What follows belongs to an exercise in optimizing a design on an open flow for small area; a production flow would make more cautious choices. The RTL was checked by simulation tests, not by an equivalence proof against the original design. No activity file was given, so power comes from the tool's default toggle rates.

the baseline:
==> flow/design.v (excerpt) <==
module key_event_hotkey_filter (
    input  logic        i_clk,
    input  logic        i_rst_n,
    input  logic        i_cfg_we,
    input  logic [2:0]  i_cfg_index,
    input  logic [19:0] i_cfg_data,
    input  logic        i_valid,
    output logic        o_stall,
    input  logic        i_is_key_event,
    input  logic [9:0]  i_key_code,
    input  logic [1:0]  i_key_value,
    output logic        o_valid,
    input  logic        i_stall,
    output logic [1:0]  o_action,
    output logic [1:0]  o_hotkey_index,
    output logic        o_caps_lock_on,
    output logic        o_refresh_wait,
    output logic        o_text_candidate,
    output logic        o_word_reset
);
Size in the first run: ~1,700 cells after synthesis, about 15,000 µm² of cells after synthesis.
Settings: LEC_CHECK=0, ABC_AREA=1, CAP_MARGIN=10, CORE_MARGIN=2, CORE_UTILIZATION=55, SLEW_MARGIN=10; clock period 10.0 ns.
standard.sh (not shown) runs the stock make flow with config.mk's settings and CLKGATE_MAP_FILE= SYNTH_SCRIPT=/design/flow/synth_recipe.tcl, a recipe that flattens the netlist after the stock synthesis.
==> flow/flow/run.sh <==
#!/bin/bash
# Layout flow: the standard synthesis, then the combinational logic is
# re-mapped for area with an area-oriented ABC script (registers untouched),
# then the standard layout from floorplan to finish.
set -euo pipefail
W=$(pwd)
P=${FLOW_PLATFORM:-sky130hd}
R=$W/orfs/results/$P/key_event_hotkey_filter/base
LIB=$FLOW_HOME/platforms/$P/lib/sky130_fd_sc_hd__tt_025C_1v80.lib

bash standard.sh synth > $W/flow_1_std_synth.log 2>&1

cp $R/1_2_yosys.v $W/std_1_2_yosys.v
export REMAP_LIB=$LIB REMAP_TOP=$FLOW_TOP
export REMAP_IN=$W/std_1_2_yosys.v REMAP_OUT=$W/remap_1_2_yosys.v
export REMAP_ABC=$W/flow/abc_area.script REMAP_STAT=$W/remap_stat.txt
export REMAP_SEQ="$(awk '/^ *cell *\(/{match($0,/"[^"]*"/); c=substr($0,RSTART+1,RLENGTH-2)} /^ *(ff|latch|statetable) *\(/{print c}' $LIB | sort -u | tr '\n' ' ')"
export REMAP_DONTUSE="$(sed -n '/DONT_USE_CELLS += /,/^#/p' $FLOW_HOME/platforms/$P/config.mk | grep -o 'sky130_fd_sc_hd__[a-z0-9_]*' | tr '\n' ' ')"
${YOSYS_EXE:-yosys} -c $W/flow/remap.tcl > $W/flow_2_remap.log 2>&1

sleep 1
cp $W/remap_1_2_yosys.v $R/1_2_yosys.v
touch $R/1_2_yosys.v

# layout: no dummy loads in the clock tree, small clock buffers, and the
# smallest buffer on the ports
CTS="-sink_clustering_enable -repair_clock_nets -dont_use_dummy_load -buf_list sky130_fd_sc_hd__clkbuf_4 -sink_clustering_size 10 -sink_clustering_max_diameter 40"
bash standard.sh "CTS_ARGS=$CTS" "BUFFER_PORTS_ARGS=-buffer_cell sky130_fd_sc_hd__buf_1" finish > $W/flow_3_std_layout.log 2>&1
Other scripts of this flow, unchanged in this note and not shown: flow/flow/abc_area.script, flow/flow/remap.tcl
--- input diff the baseline..the candidate ---
-- flow/flow/run.sh --
<<< the baseline, line 27
CTS="-sink_clustering_enable -repair_clock_nets -dont_use_dummy_load -buf_list sky130_fd_sc_hd__clkbuf_4 -sink_clustering_size 10 -sink_clustering_max_diameter 40"
>>> the candidate, line 27
CTS="-sink_clustering_enable -repair_clock_nets -dont_use_dummy_load -buf_list sky130_fd_sc_hd__clkbuf_8 -sink_clustering_size 16 -sink_clustering_max_diameter 60"
Findings:
The candidate finished every step from synthesis to the final layout, and the layout passed the timing, design-rule and antenna checks. The run showing the greater number of iterations in the first detailed-routing pass is the baseline. Delta (the candidate minus the baseline): cell-internal power rose about 4.4%, sum of internal, switching and leakage power rose about 3%, minimum clock period fell 0.050 ns, area overhead of the layout relative to synthesis rose 0.61 points.


== red ==
The RTL this note starts from:
==> flow/design.v <==
`default_nettype none
package khf_pkg;
    localparam int NUM_HOTKEYS = 4;
    localparam int CFG_IDX_W   = 3;
    localparam int CFG_DATA_W  = 20;
    localparam logic [1:0] KV_RELEASE = 2'd0;
    localparam logic [1:0] KV_PRESS   = 2'd1;
    localparam logic [1:0] KV_REPEAT  = 2'd2;
    localparam logic [7:0] K_BACKSPACE  = 8'd14;
    localparam logic [7:0] K_LEFTCTRL   = 8'd29;
    localparam logic [7:0] K_LEFTSHIFT  = 8'd42;
    localparam logic [7:0] K_RIGHTSHIFT = 8'd54;
    localparam logic [7:0] K_LEFTALT    = 8'd56;
    localparam logic [7:0] K_CAPSLOCK   = 8'd58;
    localparam logic [7:0] K_RIGHTCTRL  = 8'd97;
    localparam logic [7:0] K_RIGHTALT   = 8'd100;
    localparam logic [7:0] K_DELETE     = 8'd111;
    localparam logic [7:0] K_LEFTMETA   = 8'd125;
    localparam logic [7:0] K_RIGHTMETA  = 8'd126;
endpackage
`default_nettype wire
`default_nettype none
module khf_hotkey_match (
    input  logic [19:0] i_hotkey,    
    input  logic [7:0]  i_code,
    input  logic [3:0]  i_mods,
    output logic        o_hit
);
    logic [7:0] alt_key;
    logic [7:0] main_key;
    logic [3:0] mask;
    assign {alt_key, main_key, mask} = i_hotkey;
    assign o_hit = (main_key != 8'd0) &&
                   ((i_code == main_key) || ((alt_key != 8'd0) && (i_code == alt_key))) &&
                   (i_mods == mask);
endmodule
`default_nettype wire
`default_nettype none
module key_event_hotkey_filter (
    input  logic        i_clk,
    input  logic        i_rst_n,
    input  logic        i_cfg_we,
    input  logic [2:0]  i_cfg_index,
    input  logic [19:0] i_cfg_data,
    input  logic        i_valid,
    output logic        o_stall,
    input  logic        i_is_key_event,
    input  logic [9:0]  i_key_code,
    input  logic [1:0]  i_key_value,
    output logic        o_valid,
    input  logic        i_stall,
    output logic [1:0]  o_action,
    output logic [1:0]  o_hotkey_index,
    output logic        o_caps_lock_on,
    output logic        o_refresh_wait,
    output logic        o_text_candidate,
    output logic        o_word_reset
);
    localparam logic [63:0] MOD_CODE = {8'd126, 8'd125, 8'd97, 8'd29,
                                        8'd54, 8'd42, 8'd100, 8'd56};
    logic [79:0] r_hotkey;
    logic        r_s1_valid;
    logic        r_s1_ok;       
    logic [7:0]  r_s1_code;
    logic [1:0]  r_s1_val;
    logic [255:0] r_swal;
    logic [7:0]   r_held;       
    logic         r_caps;
    logic         r_oms;
    logic         r_rp;
    logic        r_out_valid;
    logic [1:0]  r_out_action;
    logic [1:0]  r_out_index;
    logic        r_out_refresh;
    logic        r_out_text;
    logic        r_out_wreset;
    logic        out_ready;
    logic        s1_advance;
    logic        active;
    logic        rel, press, prep;
    logic [7:0]  mod_sel;
    logic        is_mod;
    logic [7:0]  held_upd;
    logic [3:0]  mods;
    logic [3:0]  hit;
    logic        hit_any;
    logic [1:0]  hit_idx;
    logic        swal_rd;
    logic        drop;
    logic        hk;
    logic        fwd;
    logic        wr_code;
    assign out_ready  = !r_out_valid || !i_stall;
    assign s1_advance = r_s1_valid && out_ready;
    assign o_stall    = r_s1_valid && !out_ready;
    assign active     = s1_advance && r_s1_ok;
    assign rel   = (r_s1_val == 2'd0);
    assign press = (r_s1_val == 2'd1);
    assign prep  = (r_s1_val == 2'd1) || (r_s1_val == 2'd2);
    always_comb begin
        for (int m = 0; m < 8; m++) begin
            mod_sel[m]  = (r_s1_code == MOD_CODE[m*8 +: 8]);
            held_upd[m] = mod_sel[m] ? (r_s1_val == 2'd3 ? r_held[m] : !rel) : r_held[m];
        end
    end
    assign is_mod  = |mod_sel;
    assign mods[0] = held_upd[0] || held_upd[1];
    assign mods[1] = held_upd[2] || held_upd[3];
    assign mods[2] = held_upd[4] || held_upd[5];
    assign mods[3] = held_upd[6] || held_upd[7];
    genvar gi;
    generate
        for (gi = 0; gi < 4; gi++) begin : g_match
            khf_hotkey_match u_match (
                .i_hotkey (r_hotkey[gi*20 +: 20]),
                .i_code   (r_s1_code),
                .i_mods   (mods),
                .o_hit    (hit[gi])
            );
        end
    endgenerate
    assign hit_any = |hit;
    assign hit_idx = hit[0] ? 2'd0 : hit[1] ? 2'd1 : hit[2] ? 2'd2 : 2'd3;
    logic [15:0] row_dec, col_dec;
    logic [15:0] row_n, col_n, row_set_n;
    logic [15:0] row_rd;
    logic        swal_wr;
    logic [255:0] swal_nx;
    assign swal_wr = active && (rel || hk);
    always_comb begin
        for (int j = 0; j < 16; j++) begin
            row_dec[j]   = (r_s1_code[7:4] == 4'(j));
            col_dec[j]   = (r_s1_code[3:0] == 4'(j));
            row_n[j]     = !(!i_rst_n || (swal_wr && row_dec[j]));
            row_set_n[j] = !(i_rst_n && swal_wr && press && row_dec[j]);
            col_n[j]     = !(!i_rst_n || col_dec[j]);
        end
    end
    always_comb begin
        for (int j = 0; j < 16; j++) begin
            for (int k = 0; k < 16; k++) begin
                swal_nx[j*16+k] = !((row_set_n[j] || col_n[k]) &&
                                    !((row_n[j] || col_n[k]) && r_swal[j*16+k]));
            end
        end
    end
    always_ff @(posedge i_clk) begin
        r_swal <= swal_nx;
    end
    always_comb begin
        for (int j = 0; j < 16; j++) begin
            row_rd[j] = 1'b0;
            for (int k = 0; k < 16; k++) begin
                row_rd[j] = row_rd[j] || (col_dec[k] && r_swal[j*16+k]);
            end
        end
        swal_rd = 1'b0;
        for (int j = 0; j < 16; j++) begin
            swal_rd = swal_rd || (row_dec[j] && row_rd[j]);
        end
    end
    assign drop    = rel && swal_rd;
    assign hk      = press && hit_any;
    assign fwd     = !drop && !hk;
    assign wr_code = (r_s1_code == 8'd14) || (r_s1_code == 8'd111);
    always_ff @(posedge i_clk) begin
        if (!i_rst_n) begin
            r_hotkey    <= '0;
            r_s1_valid  <= 1'b0;
            r_out_valid <= 1'b0;
            r_held      <= '0;
            r_caps      <= 1'b0;
            r_oms       <= 1'b0;
            r_rp        <= 1'b0;
        end else begin
            if (i_cfg_we && !i_cfg_index[2]) begin
                r_hotkey[i_cfg_index[1:0]*20 +: 20] <= i_cfg_data;
            end
            if (!o_stall) begin
                r_s1_valid <= i_valid;
            end
            if (out_ready) begin
                r_out_valid <= r_s1_valid;
            end
            if (active) begin
                r_held <= held_upd;
                if (press && r_s1_code == 8'd58) begin
                    r_caps <= !r_caps;
                end
                if (fwd) begin
                    if (press && is_mod) begin
                        r_oms <= 1'b1;
                    end else if (rel && is_mod) begin
                        if (mods == 4'd0 && r_oms) begin
                            r_rp <= 1'b1;
                        end
                    end else if (press) begin
                        r_rp  <= 1'b0;
                        r_oms <= 1'b0;
                    end
                end
            end
        end
    end
    always_ff @(posedge i_clk) begin
        if (!o_stall) begin
            r_s1_ok   <= i_is_key_event && (i_key_code[9:8] == 2'b00);
            r_s1_code <= i_key_code[7:0];
            r_s1_val  <= i_key_value;
        end
        if (out_ready) begin
            r_out_action  <= !r_s1_ok ? 2'd0 : drop ? 2'd1 : hk ? 2'd2 : 2'd0;
            r_out_index   <= (r_s1_ok && hk) ? hit_idx : 2'd0;
            r_out_refresh <= r_s1_ok && fwd && press && !is_mod && r_rp;
            r_out_wreset  <= r_s1_ok && fwd && prep && wr_code;
            r_out_text    <= r_s1_ok && fwd && prep && !wr_code && !(mods[0] || mods[2] || mods[3]);
        end
    end
    assign o_valid          = r_out_valid;
    assign o_action         = r_out_action;
    assign o_hotkey_index   = r_out_index;
    assign o_caps_lock_on   = r_caps;
    assign o_refresh_wait   = r_out_refresh;
    assign o_text_candidate = r_out_text;
    assign o_word_reset     = r_out_wreset;
endmodule
`default_nettype wire
clock: 10.0 ns
lec_check: 0
abc_area: 1
cap_margin: 20
core_margin: 2
core_utilization: 40
slew_margin: 20
run.sh (not shown) runs the stock make flow with config.mk's settings and CLKGATE_MAP_FILE= SYNTH_SCRIPT=/design/flow/synth_recipe.tcl, a recipe that flattens the netlist after the stock synthesis.
Stock flow here: none of the scripts above is used.
red | stages: all done | timing, DRC, antenna: all pass
The following lists how blue was set up differently from red:
==> flow/flow/run.sh (new file) <==
#!/bin/bash
# Layout flow: the standard synthesis, then the combinational logic is
# re-mapped for area with an area-oriented ABC script (registers untouched),
# then the standard layout from floorplan to finish.
set -euo pipefail
W=$(pwd)
P=${FLOW_PLATFORM:-sky130hd}
R=$W/orfs/results/$P/key_event_hotkey_filter/base
LIB=$FLOW_HOME/platforms/$P/lib/sky130_fd_sc_hd__tt_025C_1v80.lib

bash standard.sh synth > $W/flow_1_std_synth.log 2>&1

cp $R/1_2_yosys.v $W/std_1_2_yosys.v
export REMAP_LIB=$LIB REMAP_TOP=$FLOW_TOP
export REMAP_IN=$W/std_1_2_yosys.v REMAP_OUT=$W/remap_1_2_yosys.v
export REMAP_ABC=$W/flow/abc_area.script REMAP_STAT=$W/remap_stat.txt
export REMAP_SEQ="$(awk '/^ *cell *\(/{match($0,/"[^"]*"/); c=substr($0,RSTART+1,RLENGTH-2)} /^ *(ff|latch|statetable) *\(/{print c}' $LIB | sort -u | tr '\n' ' ')"
export REMAP_DONTUSE="$(sed -n '/DONT_USE_CELLS += /,/^#/p' $FLOW_HOME/platforms/$P/config.mk | grep -o 'sky130_fd_sc_hd__[a-z0-9_]*' | tr '\n' ' ')"
${YOSYS_EXE:-yosys} -c $W/flow/remap.tcl > $W/flow_2_remap.log 2>&1

sleep 1
cp $W/remap_1_2_yosys.v $R/1_2_yosys.v
touch $R/1_2_yosys.v

bash standard.sh > $W/flow_3_std_layout.log 2>&1
==> flow/flow/abc_area.script (new file) <==
&get -n
&st
&dch -f
&nf -a -R 1000
&put
==> flow/flow/remap.tcl (new file) <==
# Re-map the combinational logic of the standard synthesis netlist for area.
# The registers (their instances, names and cell types) are kept as they are.
yosys -import
set lib $::env(REMAP_LIB)
set in  $::env(REMAP_IN)
set out $::env(REMAP_OUT)
set script $::env(REMAP_ABC)
set seqcells $::env(REMAP_SEQ)
set dontuse $::env(REMAP_DONTUSE)

read_liberty -ignore_miss_func $lib
foreach c $seqcells { blackbox $c }
read_verilog -defer $in
hierarchy -top $::env(REMAP_TOP)
flatten
hierarchy -top $::env(REMAP_TOP)
opt_clean -purge
read_liberty -lib -overwrite $lib
stat
set du {}
foreach c $dontuse { lappend du -dont_use $c }
abc -script $script -liberty $lib {*}$du
opt_clean -purge
setundef -zero
splitnets
opt_clean -purge
hilomap -singleton -hicell sky130_fd_sc_hd__conb_1 HI -locell sky130_fd_sc_hd__conb_1 LO
insbuf -buf sky130_fd_sc_hd__buf_4 A X
check -assert -mapped
tee -o $::env(REMAP_STAT) stat -liberty $lib
write_verilog -noattr -nohex -nodec $out
==> flow/standard.sh (new file) <==
#!/bin/bash
# synth_recipe.tcl (not shown) runs the flow's synth.tcl, then flattens the netlist and writes it again
# the make line also repeats each setting of config.mk as NAME=value (left out here)
make -C /OpenROAD-flow-scripts/flow DESIGN_CONFIG=/design/flow/config.mk WORK_HOME=/design/flow/orfs CLKGATE_MAP_FILE= SYNTH_SCRIPT=/design/flow/synth_recipe.tcl "${@:-finish}"
removed: flow/run.sh
--- outcome ---
Every stage of the flow completed for blue, and the final layout passed the timing, design-rule and antenna checks. blue vs red: cell area power density up by more than 10%. Compared with red, blue shows cell area that has gone down by more than 10%. Critical path's slowest cell: sky130_fd_sc_hd__nor3_1 -> blue, sky130_fd_sc_hd__edfxtp_1 -> red. Sort blue and red by worst slack on hold paths, ascending, and red comes first. Between blue and red, the clock-buffer cell count is lower for red. Going from red to blue, total length of routed met2 wires shrank by more than a quarter. blue vs red, critical path depth went down by 2. The area after synthesis of blue falls short of that of red by 5400 um^2. In the reports for blue and red, the larger area growth from synthesis to layout belongs to blue. In the metrics for blue and red, the one carrying the higher global routing met3 resource utilization is blue.


## v14
Another version of the RTL of key_event_hotkey_filter (not shown whole).
Size: ~1600 cells after synthesis, about 14000 um2 of cells after synthesis.
clock: 10.0 ns
lec_check: 0
abc_area: 1
cap_margin: 10
core_margin: 2
core_utilization: 60
place_density: 0.8
slew_margin: 10
standard.sh (not shown) runs the stock make flow with config.mk's settings and CLKGATE_MAP_FILE= SYNTH_SCRIPT=/design/flow/synth_recipe.tcl, a recipe that flattens the netlist after the stock synthesis.
==> flow/flow/run.sh <==
#!/bin/bash
# Layout flow: the standard synthesis, then the combinational logic is
# restructured and re-mapped for area with ABC (registers untouched; several
# mapping scripts are tried and the smallest result kept), then the standard flow's
# standard layout from floorplan to finish.
set -euo pipefail
W=$(pwd)
P=${FLOW_PLATFORM:-sky130hd}
R=$W/orfs/results/$P/key_event_hotkey_filter/base
LIB=$FLOW_HOME/platforms/$P/lib/sky130_fd_sc_hd__tt_025C_1v80.lib

bash standard.sh synth > $W/flow_1_std_synth.log 2>&1

cp $R/1_2_yosys.v $W/std_1_2_yosys.v
export REMAP_LIB=$LIB REMAP_TOP=$FLOW_TOP
export REMAP_IN=$W/std_1_2_yosys.v REMAP_OUT=$W/remap_1_2_yosys.v
# flow/abc_scripts.txt holds the ABC scripts to try, separated by "---" lines
mkdir -p $W/abc
awk -v d=$W/abc 'BEGIN{n=1} /^---$/{n++; next} {print > sprintf("%s/s%02d.script", d, n)}' $W/flow/abc_scripts.txt
export REMAP_ABC="$(ls $W/abc/s*.script | tr "\n" " ")" REMAP_STAT=$W/remap_stat.txt
export REMAP_SEQ="$(awk '/^ *cell *\(/{match($0,/"[^"]*"/); c=substr($0,RSTART+1,RLENGTH-2)} /^ *(ff|latch|statetable) *\(/{print c}' $LIB | sort -u | tr '\n' ' ')"
export REMAP_DONTUSE="$(sed -n '/DONT_USE_CELLS += /,/^#/p' $FLOW_HOME/platforms/$P/config.mk | grep -o 'sky130_fd_sc_hd__[a-z0-9_]*' | tr '\n' ' ')"

# Restructuring before the mapping: ABC's deep synthesis, bounded in time,
# from four random seeds at once (one per core); the smallest result is kept.
for seed in 1 2 3 4; do
  printf '&get -n\n&st\n&deepsyn -T 240 -S %d\n&put\n' $seed > $W/abc/pre_$seed.script
  REMAP_PRE=$W/abc/pre_$seed.script REMAP_OUT=$W/remap_$seed.v REMAP_STAT=$W/remap_stat_$seed.txt \
    ${YOSYS_EXE:-yosys} -c $W/flow/remap.tcl > $W/flow_2_remap_$seed.log 2>&1 &
done
wait
best=""
best_area=""
for seed in 1 2 3 4; do
  a=$(sed -n 's/.*Chip area for module[^:]*: *\([0-9.]*\).*/\1/p' $W/remap_stat_$seed.txt 2>/dev/null || true)
  echo "seed $seed: area $a" >> $W/flow_2_remap.log
  [[ -n "$a" ]] || continue
  if [[ -z "$best" ]] || awk -v a="$a" -v b="$best_area" 'BEGIN{exit !(a < b)}'; then
    best=$seed
    best_area=$a
  fi
done
[[ -n "$best" ]]
echo "kept seed $best: area $best_area" >> $W/flow_2_remap.log
cp $W/remap_$best.v $W/remap_1_2_yosys.v
cp $W/remap_stat_$best.txt $W/remap_stat.txt

sleep 1
cp $W/remap_1_2_yosys.v $R/1_2_yosys.v
touch $R/1_2_yosys.v

# layout: no dummy loads in the clock tree, small clock buffers, and the
# smallest buffer on the ports
CTS="-sink_clustering_enable -repair_clock_nets -dont_use_dummy_load -buf_list sky130_fd_sc_hd__clkbuf_4 -sink_clustering_size 10 -sink_clustering_max_diameter 40"
bash standard.sh "CTS_ARGS=$CTS" "BUFFER_PORTS_ARGS=-buffer_cell sky130_fd_sc_hd__buf_1" finish > $W/flow_3_std_layout.log 2>&1
Other scripts of this flow, unchanged in this note and not shown: flow/flow/abc_scripts.txt, flow/flow/remap.tcl
## Diff of input files: v27 against v14
- CAP_MARGIN: 10 -> 5
- PLACE_DENSITY: 0.8 -> unset
- SLEW_MARGIN: 10 -> 5
Results
- v14 → v27: highest cell delay on the worst timing path saw an increase; worst setup slack +0.84 ns; floorplan die area held; total power lost about 1%; worst clock skew went down.
- Of v27 and v14, v14 shows the lower fraction of layout instances using a drive strength above 1, with v27 above it.
- Going from v14 to v27, routed via count shrank by a few percent.
- Synthesized cell count in v27 is 9.5% lower than in v14
- | amount of wire on met2 after detailed routing | v27 vs v14 | about 1.1% lower |
- Of v27 and v14, the higher share of the clock period used by the worst path after layout belongs to v14.
What v31 does differently from v27 at the input level:
- SLEW_MARGIN now 10, was 5
- CAP_MARGIN now 10, was 5
--- a/flow/flow/run.sh
+++ b/flow/flow/run.sh
@@ -27 +27 @@
-  printf '&get -n\n&st\n&deepsyn -T 240 -S %d\n&put\n' $seed > $W/abc/pre_$seed.script
+  printf '&get -n\n&st\n&deepsyn -T 360 -S %d\n&put\n' $seed > $W/abc/pre_$seed.script
@@ -54 +54 @@
-CTS="-sink_clustering_enable -repair_clock_nets -dont_use_dummy_load -buf_list sky130_fd_sc_hd__clkbuf_4 -sink_clustering_size 10 -sink_clustering_max_diameter 40"
+CTS="-sink_clustering_enable -repair_clock_nets -dont_use_dummy_load -buf_list sky130_fd_sc_hd__clkbuf_4 -sink_clustering_size 11 -sink_clustering_max_diameter 35"
Run comparison: v31 start point of the critical path r_s1_code[0]; v27 start point of the critical path r_s1_code[3]. Number of placed instances with taps included of v31 exceeds that of v27 by a little under 10%. Comparing v27 and v31, final period demand of the worst path is lower on v27. In the metrics for v27 and v31, the one carrying the higher data arrival at the endpoint of the critical path is v31. Going from v27 to v31, final net count went up 8.7%; cell area barely changed; area enclosed by the die boundary comparable; number of inserted filler cells in the final layout rose 2.8%; total global-route track usage up 2.6 points. In v31, fraction of power consumed by combinational cells is higher than in v27. Sort v27 and v31 by minimum setup slack among reg-to-reg paths, ascending, and v31 comes first.

## port drivers added, routing unchanged
In the flow no input, the clock included, has a driving cell. The finished layouts below were timed again as built, in two steps.
Step 1: set_driving_cell puts a clkbuf_16 on i_clk and a buf_2 on each other input, an assumption about the parent block.
Step 2 moves the port delays by t, midway between the first and last clock arrival at a register: inputs arrive t later, outputs are due t later. That takes back most of the time a late clock gives input paths.
Slacks: ideal / step 1 / step 2; pairs: ideal / step 1.
run	t (ns)	setup slack, ns	slew at the worst register clock pin (ns)
the baseline	0.747	3.782 / 3.782 / 3.782	0.11 / 0.11
the candidate	0.583	3.832 / 3.832 / 3.832	0.10 / 0.10
red	0.645	4.477 / 4.477 / 4.182	0.06 / 0.06
blue	0.612	4.109 / 4.109 / 4.109	0.06 / 0.06
v14	0.740	3.369 / 3.369 / 3.369	0.12 / 0.12
v27	0.744	4.208 / 4.208 / 4.208	0.12 / 0.12
v31	0.744	2.766 / 2.766 / 2.766	0.12 / 0.12
After both steps setup and hold are still met in every run listed. For red, which loses most, drivers alone change the setup slack by 0.000 ns; drivers and shift together by -0.295 ns.
